This design comes from an exercise in tuning for small area on the open sky130 flow, not from production work.
In this exercise RTL edits were held to simulation tests only and were not proved equivalent to the original.
Power and IR drop assume default switching activity.

==> flow/design.v (excerpt) <==
module pulse_top (
	input  logic         clk,
	input  logic         reset,
	input  logic         load_req,
	output logic         load_ack,
	input  pulse_pkg::period_t      period,
	input  pulse_pkg::pulse_time_t  pump_width,
	input  pulse_pkg::pulse_time_t  pi_delay,
	input  pulse_pkg::pulse_time_t  pi_width,
	input  pulse_pkg::pulse_time_t  nut_delay,
	input  pulse_pkg::nut_width_t   nut_width,
	input  pulse_pkg::pulse_count_t pi_count,
	input  pulse_pkg::blank_delay_t blank_delay,
	input  pulse_pkg::pulse_time_t  blank_width,
	input  logic         pump_en,
	input  logic         nut_en,
	input  logic         blank_en,
	output logic         sync_on,    
	output logic         pulse_on,   
	output logic         inhib       
);
export LEC_CHECK = 0
export CAP_MARGIN = 20
export CORE_MARGIN = 2
export CORE_UTILIZATION = 72
export SLEW_MARGIN = 20
create_clock -name core_clock -period 10.0 [get_ports {clk}]
standard.sh (not shown) runs the stock make flow with config.mk's settings and CLKGATE_MAP_FILE= SYNTH_SCRIPT=/design/flow/synth_recipe.tcl, a recipe that flattens the netlist after the stock synthesis.
==> flow/flow/run.sh <==
#!/bin/bash
# The standard ORFS layout with three changes:
#  - synthesis maps logic with an area-oriented ABC script (flow/abc_area.script),
#  - port buffers use the smallest buffer cell,
#  - clock tree with clkbuf_8 clusters and no dummy loads.
set -euo pipefail
here=$(pwd)
export AREA_ABC_SCRIPT="$here/flow/abc_area.script"
export BUFFER_PORTS_ARGS="-buffer_cell sky130_fd_sc_hd__buf_1"
export CTS_ARGS="-sink_clustering_enable -repair_clock_nets -buf_list sky130_fd_sc_hd__clkbuf_8 -sink_clustering_size 16 -sink_clustering_max_diameter 60 -dont_use_dummy_load"
cat flow/abc_override.tcl synth_recipe.tcl > area_synth.tcl
sed "s|SYNTH_SCRIPT=[^ ]*|SYNTH_SCRIPT=$here/area_synth.tcl|" standard.sh > area_standard.sh
bash area_standard.sh finish > orfs_make.log 2>&1
==> flow/flow/abc_area.script <==
strash
dc2
dch -f
dch -f
amap -F 3 -A 8
topo
==> flow/flow/abc_override.tcl <==
# Technology mapping with an area-oriented ABC script instead of ORFS's delay-oriented one.
# Only the final mapping call changes: registers are mapped before it, as in the standard synthesis.
proc abc {args} {
  set i [lsearch -exact $args -script]
  if { $i >= 0 } {
    lset args [expr { $i + 1 }] $::env(AREA_ABC_SCRIPT)
  }
  yosys abc {*}$args
}
Change:
--- a/flow/design.v
+++ b/flow/design.v
@@ -217,48 +217,46 @@
 	assign rp_nx  = padv_raw ? (last ? {1'b0, q} : step) :
 	                te ? {2'b0, a_wd} : (pe ? {2'b0, a_pd} : dcnt);
 	always_ff @(posedge clk) begin
 		rp     <= rp_nx;
 		pump   <= pump_e && !rz;
 		gap    <= (pe && !dz) || (gap_e && !r1);
 		pin    <= padv_raw ? dz : pvis;
 		pdone  <= pdone_e || (padv && last);
 		pstall <= pstall_e || (padv_raw && ph0) || (padv && !last && (stepz || wrap));
 		pcnt   <= ph0 ? a_n : (padv ? 8'(dec24({16'b0, pcnt})) : pcnt);
 	end
-	logic        bidle, bstall, bdone;
+	logic        bidle, boff;    
 	logic [17:0] cb, dcb;
-	logic        bidle_e, bstall_e, bdone_e;
+	logic        bidle_e, boff_e;
 	logic        bstart, brun, c1, badv, blk_vis, bcmp;
 	assign bidle_e  = ph0 || bidle;
-	assign bstall_e = !ph0 && bstall;
-	assign bdone_e  = !ph0 && bdone;
+	assign boff_e   = !ph0 && boff;
 	assign bstart   = bidle_e && padv_raw;      
-	assign brun     = !bidle_e && !bstall_e && !bdone_e;
+	assign brun     = !bidle_e && !boff_e;
 	assign dcb      = 18'(dec24({6'b0, cb}));
 	assign c1       = (cb == 18'd1);
 	assign badv     = brun && c1;
 	always_comb begin
 		logic le;
 		le = 1'b1;
 		for (int i = 0; i < 16; i++) begin
 			le = (dcb[i] ^ a_bw[i]) ? a_bw[i] : le;
 		end
 		bcmp = le && (dcb[17:16] == 2'd0);
 	end
 	assign blk_vis = ((bstart && bdz && !bwz) || (brun && !c1 && bcmp)) && !ph0;
 	always_ff @(posedge clk) begin
 		cb     <= bstart ? {1'b0, q} : (badv ? step : dcb);
 		bidle  <= bidle_e && !bstart;
-		bstall <= bstall_e || (badv && (stepz || wrap));
-		bdone  <= bdone_e || (pdone_e && r1);
+		boff   <= boff_e || (badv && (stepz || wrap)) || (pdone_e && r1);
 	end
 	logic nwin, win, w0s;
 	logic eq_s;
 	assign nwin_e = nwin && !ph0;
 	assign eq_s   = (rr[23:17] == 7'd0) && (rr[16:0] == s);
 	assign win    = nwin_e ? !eq_s : (eq_s && (a_nw != 8'd0));
 	always_ff @(posedge clk) begin
 		nwin <= win;
 		if (ph0) begin
 			w0s <= win;
 		end
What happened:
- sequential share of layout area fell by 0.25 points
- die area stays flat
- routed wire length stays flat
- critical path depth is unchanged
- flip-flop and latch count fell by 1
- total power rose by 0.97%
- utilization rose by 0.19 points
- sequential power stays flat
- first-iteration DRC count rose by 12%
- maximum frequency fell by 0.66%
- combinational power hardly moves
- final cell count rose by 0.42%

-- re-timing with driven ports --
How much do the figures lean on ideal ports? The routed layouts below were timed once more, with nothing changed but the port constraints.
Step 1, drivers: a clkbuf_16 drives clk and a buf_2 each remaining input, both assumed.
Step 2 adds t to the input delays and takes it off the output delays; t is the mean of the earliest and latest rising clock arrival at the registers after step 1. Input paths then give back, and output paths get back, about the clock's delay inside the block.
a / b / c = ideal ports / drivers / drivers and shift; a / b = the first two.
run	shift t [ns]	setup WS [ns]	latest minus earliest clock arrival (ns)
the first run	0.606	1.889 / 1.889 / 1.889	0.041 / 0.042
the second run	0.612	1.835 / 1.835 / 1.835	0.074 / 0.074
After both steps setup and hold are still met in every run listed.
